What follows belongs to an exercise in optimizing a design on an open flow for small area; a production flow would make more cautious choices. Function was checked by simulation only, so behaviour that the tests miss may differ from the original. No activity file was given, so power comes from the tool's default toggle rates.

==> flow/design.v <==
module register_file #(
   parameter int XLEN   = 32,
   parameter int PEND_W = 2
) (
   input  logic            clock,
   input  logic            reset,
   input  logic            wb_enable,
   input  logic [4:0]      rs_d,
   input  logic [XLEN-1:0] reg_d,
   input  logic [4:0]      addr_rs1,
   input  logic [4:0]      addr_rs2,
   output logic [XLEN-1:0] data_rs1,
   output logic [XLEN-1:0] data_rs2,
   input  logic            issue_valid,
   input  logic            issue_wb,
   input  logic [4:0]      issue_rd,
   input  logic            flush,
   output logic            rs1_busy,
   output logic            rs2_busy,
   output logic            rd_full
);
   logic [XLEN-1:0]   regs_n [1:31];   
   logic [PEND_W-1:0] cnt  [1:31];
   logic              byp1, byp2, c1_rsd, nz1, nz2, full_any;
   logic [XLEN-1:0]   wdata_n;
   logic [31:1]       wsel, isel, sel1_n, sel2_n, nz_n, gt1, full;
   logic [31:1]       col_n [XLEN];   
   assign wdata_n = reset ? '1 : ~reg_d;
   logic [XLEN-1:0] byp_n;
   rf_inv #(XLEN) u_bypd (.a(reg_d), .y(byp_n));
   assign byp1 = !reset && wb_enable && (rs_d != 5'd0) && (rs_d == addr_rs1);
   assign byp2 = !reset && wb_enable && (rs_d != 5'd0) && (rs_d == addr_rs2);
   rf_dec u_decw (.a(rs_d),     .en(wb_enable),          .y(wsel));
   rf_dec u_deci (.a(issue_rd), .en(!reset && issue_wb), .y(isel));
   rf_decn u_dec1 (.a(addr_rs1), .en(!reset && !byp1), .y_n(sel1_n));
   rf_decn u_dec2 (.a(addr_rs2), .en(!reset && !byp2), .y_n(sel2_n));
   for (genvar r = 1; r < 32; r++) begin : g_reg
      assign gt1[r]  = cnt[r][1];
      assign nz_n[r] = !(cnt[r][1] || cnt[r][0]);
      assign full[r] = cnt[r][1] && !cnt[r][0];
      always_ff @(posedge clock)
         if (reset || wsel[r])
            regs_n[r] <= wdata_n;
      logic up, dn;
      assign up = issue_valid && isel[r] && !full[r];
      assign dn = wsel[r] && !nz_n[r];
      always_ff @(posedge clock)
         if (reset || flush)
            cnt[r] <= '0;
         else if (up != dn)
            cnt[r] <= {cnt[r][0] ^ dn, cnt[r][1] ^ up};
      for (genvar j = 0; j < XLEN; j++) begin : g_col
         assign col_n[j][r] = regs_n[r][j];
      end
   end
   for (genvar j = 0; j < XLEN; j++) begin : g_rd
      rf_osel32 u_rs1 (.d_n({col_n[j], byp_n[j]}), .s_n({sel1_n, !byp1}), .y(data_rs1[j]));
      rf_osel32 u_rs2 (.d_n({col_n[j], byp_n[j]}), .s_n({sel2_n, !byp2}), .y(data_rs2[j]));
   end
   rf_osel31 u_nz1 (.d_n(nz_n), .s_n(sel1_n), .y(nz1));
   rf_osel31 u_nz2 (.d_n(nz_n), .s_n(sel2_n), .y(nz2));
   rf_sel31 u_gt1  (.d(gt1),  .s(wsel), .y(c1_rsd));
   rf_sel31 u_full (.d(full), .s(isel), .y(full_any));
   assign rs1_busy = nz1 || (byp1 && c1_rsd);
   assign rs2_busy = nz2 || (byp2 && c1_rsd);
   assign rd_full  = full_any;
endmodule
module rf_inv #(
   parameter int W = 32
) (
   input  logic [W-1:0] a,
   output logic [W-1:0] y
);
   assign y = ~a;
endmodule
module rf_osel32 (
   input  logic [31:0] d_n,
   input  logic [31:0] s_n,
   output logic        y
);
   logic [15:0] p;
   for (genvar k = 0; k < 16; k++) begin : g_oa
      rf_oai22 u (.a_n(d_n[2*k+1:2*k]), .s_n(s_n[2*k+1:2*k]), .y(p[k]));
   end
   assign y = |p;
endmodule
module rf_osel31 (
   input  logic [31:1] d_n,
   input  logic [31:1] s_n,
   output logic        y
);
   logic [15:0] p;
   for (genvar k = 0; k < 15; k++) begin : g_oa
      rf_oai22 u (.a_n(d_n[2*k+2:2*k+1]), .s_n(s_n[2*k+2:2*k+1]), .y(p[k]));
   end
   assign p[15] = !(d_n[31] || s_n[31]);
   assign y = |p;
endmodule
module rf_oai22 (
   input  logic [1:0] a_n,
   input  logic [1:0] s_n,
   output logic       y
);
   assign y = !((a_n[0] || s_n[0]) && (a_n[1] || s_n[1]));
endmodule
module rf_sel32 (
   input  logic [31:0] d,
   input  logic [31:0] s,
   output logic        y
);
   logic [10:0] g;
   for (genvar k = 0; k < 10; k++) begin : g_ao
      rf_aoi222 u (.a(d[3*k+2:3*k]), .s(s[3*k+2:3*k]), .y(g[k]));
   end
   rf_aoi22 u_last (.a(d[31:30]), .s(s[31:30]), .y(g[10]));
   assign y = !(&g);
endmodule
module rf_sel31 (
   input  logic [31:1] d,
   input  logic [31:1] s,
   output logic        y
);
   logic [10:0] g;
   for (genvar k = 0; k < 10; k++) begin : g_ao
      rf_aoi222 u (.a(d[3*k+3:3*k+1]), .s(s[3*k+3:3*k+1]), .y(g[k]));
   end
   assign g[10] = !(d[31] && s[31]);
   assign y = !(&g);
endmodule
module rf_aoi222 (
   input  logic [2:0] a,
   input  logic [2:0] s,
   output logic       y
);
   assign y = !((a[0] && s[0]) || (a[1] && s[1]) || (a[2] && s[2]));
endmodule
module rf_aoi22 (
   input  logic [1:0] a,
   input  logic [1:0] s,
   output logic       y
);
   assign y = !((a[0] && s[0]) || (a[1] && s[1]));
endmodule
module rf_dec (
   input  logic [4:0]  a,
   input  logic        en,
   output logic [31:1] y
);
   logic [3:0] hi_n;
   logic [7:0] lo_n;
   rf_predec u_pre (.a(a), .en(en), .hi_n(hi_n), .lo_n(lo_n));
   rf_decfin u_fin (.hi_n(hi_n), .lo_n(lo_n), .y(y));
endmodule
module rf_decn (
   input  logic [4:0]  a,
   input  logic        en,
   output logic [31:1] y_n
);
   logic [3:0] hi;
   logic [7:0] lo;
   for (genvar k = 0; k < 4; k++) begin : g_hi
      assign hi[k] = en && a[4:3] == 2'(k);
   end
   for (genvar m = 0; m < 8; m++) begin : g_lo
      assign lo[m] = a[2:0] == 3'(m);
   end
   rf_decfin_n u_fin (.hi(hi), .lo(lo), .y_n(y_n));
endmodule
module rf_decfin_n (
   input  logic [3:0]  hi,
   input  logic [7:0]  lo,
   output logic [31:1] y_n
);
   for (genvar i = 1; i < 32; i++) begin : g_y
      assign y_n[i] = !(hi[i / 8] && lo[i % 8]);
   end
endmodule
module rf_predec (
   input  logic [4:0] a,
   input  logic       en,
   output logic [3:0] hi_n,
   output logic [7:0] lo_n
);
   for (genvar k = 0; k < 4; k++) begin : g_hi
      assign hi_n[k] = !(en && a[4:3] == 2'(k));
   end
   for (genvar m = 0; m < 8; m++) begin : g_lo
      assign lo_n[m] = !(a[2:0] == 3'(m));
   end
endmodule
module rf_decfin (
   input  logic [3:0]  hi_n,
   input  logic [7:0]  lo_n,
   output logic [31:1] y
);
   for (genvar i = 1; i < 32; i++) begin : g_y
      assign y[i] = !(hi_n[i / 8] || lo_n[i % 8]);
   end
endmodule
clock: 8.0 ns
lec_check: 0
cap_margin: 20
core_margin: 2
core_utilization: 40
slew_margin: 20
synth_hierarchical: 1
standard.sh (not shown) runs the stock make flow with config.mk's settings and CLKGATE_MAP_FILE= SYNTH_SCRIPT=/design/flow/synth_recipe.tcl, a recipe that flattens the netlist after the stock synthesis.
==> flow/flow/run.sh <==
#!/bin/bash
set -euo pipefail
export BUFFER_PORTS_ARGS="-buffer_cell sky130_fd_sc_hd__buf_1"
export CTS_ARGS="-sink_clustering_enable -repair_clock_nets -buf_list sky130_fd_sc_hd__clkbuf_16 -sink_clustering_size 24 -sink_clustering_max_diameter 80 -dont_use_dummy_load"
bash standard.sh > standard_flow.log 2>&1
==> next run, changes <==
--- a/flow/design.v
+++ b/flow/design.v
@@ -24,12 +24,10 @@
    logic              byp1, byp2, c1_rsd, nz1, nz2, full_any;
    logic [XLEN-1:0]   wdata_n;
    logic [31:1]       wsel, isel, sel1_n, sel2_n, nz_n, gt1, full;
    logic [31:1]       col_n [XLEN];   
    assign wdata_n = reset ? '1 : ~reg_d;
-   logic [XLEN-1:0] byp_n;
-   rf_inv #(XLEN) u_bypd (.a(reg_d), .y(byp_n));
    assign byp1 = !reset && wb_enable && (rs_d != 5'd0) && (rs_d == addr_rs1);
    assign byp2 = !reset && wb_enable && (rs_d != 5'd0) && (rs_d == addr_rs2);
    rf_dec u_decw (.a(rs_d),     .en(wb_enable),          .y(wsel));
    rf_dec u_deci (.a(issue_rd), .en(!reset && issue_wb), .y(isel));
    rf_decn u_dec1 (.a(addr_rs1), .en(!reset && !byp1), .y_n(sel1_n));
@@ -52,28 +50,20 @@
       for (genvar j = 0; j < XLEN; j++) begin : g_col
          assign col_n[j][r] = regs_n[r][j];
       end
    end
    for (genvar j = 0; j < XLEN; j++) begin : g_rd
-      rf_osel32 u_rs1 (.d_n({col_n[j], byp_n[j]}), .s_n({sel1_n, !byp1}), .y(data_rs1[j]));
-      rf_osel32 u_rs2 (.d_n({col_n[j], byp_n[j]}), .s_n({sel2_n, !byp2}), .y(data_rs2[j]));
+      rf_osel32 u_rs1 (.d_n({col_n[j], wdata_n[j]}), .s_n({sel1_n, !byp1}), .y(data_rs1[j]));
+      rf_osel32 u_rs2 (.d_n({col_n[j], wdata_n[j]}), .s_n({sel2_n, !byp2}), .y(data_rs2[j]));
    end
    rf_osel31 u_nz1 (.d_n(nz_n), .s_n(sel1_n), .y(nz1));
    rf_osel31 u_nz2 (.d_n(nz_n), .s_n(sel2_n), .y(nz2));
    rf_sel31 u_gt1  (.d(gt1),  .s(wsel), .y(c1_rsd));
    rf_sel31 u_full (.d(full), .s(isel), .y(full_any));
    assign rs1_busy = nz1 || (byp1 && c1_rsd);
    assign rs2_busy = nz2 || (byp2 && c1_rsd);
    assign rd_full  = full_any;
-endmodule
-module rf_inv #(
-   parameter int W = 32
-) (
-   input  logic [W-1:0] a,
-   output logic [W-1:0] y
-);
-   assign y = ~a;
 endmodule
 module rf_osel32 (
    input  logic [31:0] d_n,
    input  logic [31:0] s_n,
    output logic        y
Hold slack hardly moves.
Synthesized area is about the same.
Clock skew increases by 0.0044 ns.
Cell count fell by 0.31%.
Routed wire length is higher by 2.5%.
Maximum frequency went down by 1.8%.
Power increases by 0.59%.
Via count rose by 0.49%.
Global-route usage went up by 0.62 points.
Critical path depth does not change.
Design area is about the same.
Combinational power goes up by 3.4%.
Setup slack degrades by 0.14 ns.

-- re-timing with driven ports --
In the flow no input, the clock included, has a driving cell. The finished layouts below were timed again as built, in two steps. Step 1: set_driving_cell puts a clkbuf_16 on clock and a buf_2 on each other input, an assumption about the parent block. Step 2 times the ports against the registers' clock, not the clock port: input delays grow and output delays shrink by t, the midpoint of the rising clock arrivals with the driver on. Three values: ideal, step 1, step 2; two values: the first two.
| run | t, ns | setup slack, ns | pins driven straight from the clock port |
|---|---|---|---|
| the first run | 0.722 | 0.724 / 0.656 / 0.656 | 1 |
| the second run | 0.729 | 0.587 / 0.565 / 0.565 | 1 |
After both steps every run listed still meets setup and hold. For the first run, which loses most, drivers alone change the setup slack by -0.068 ns; drivers and shift together by -0.068 ns.
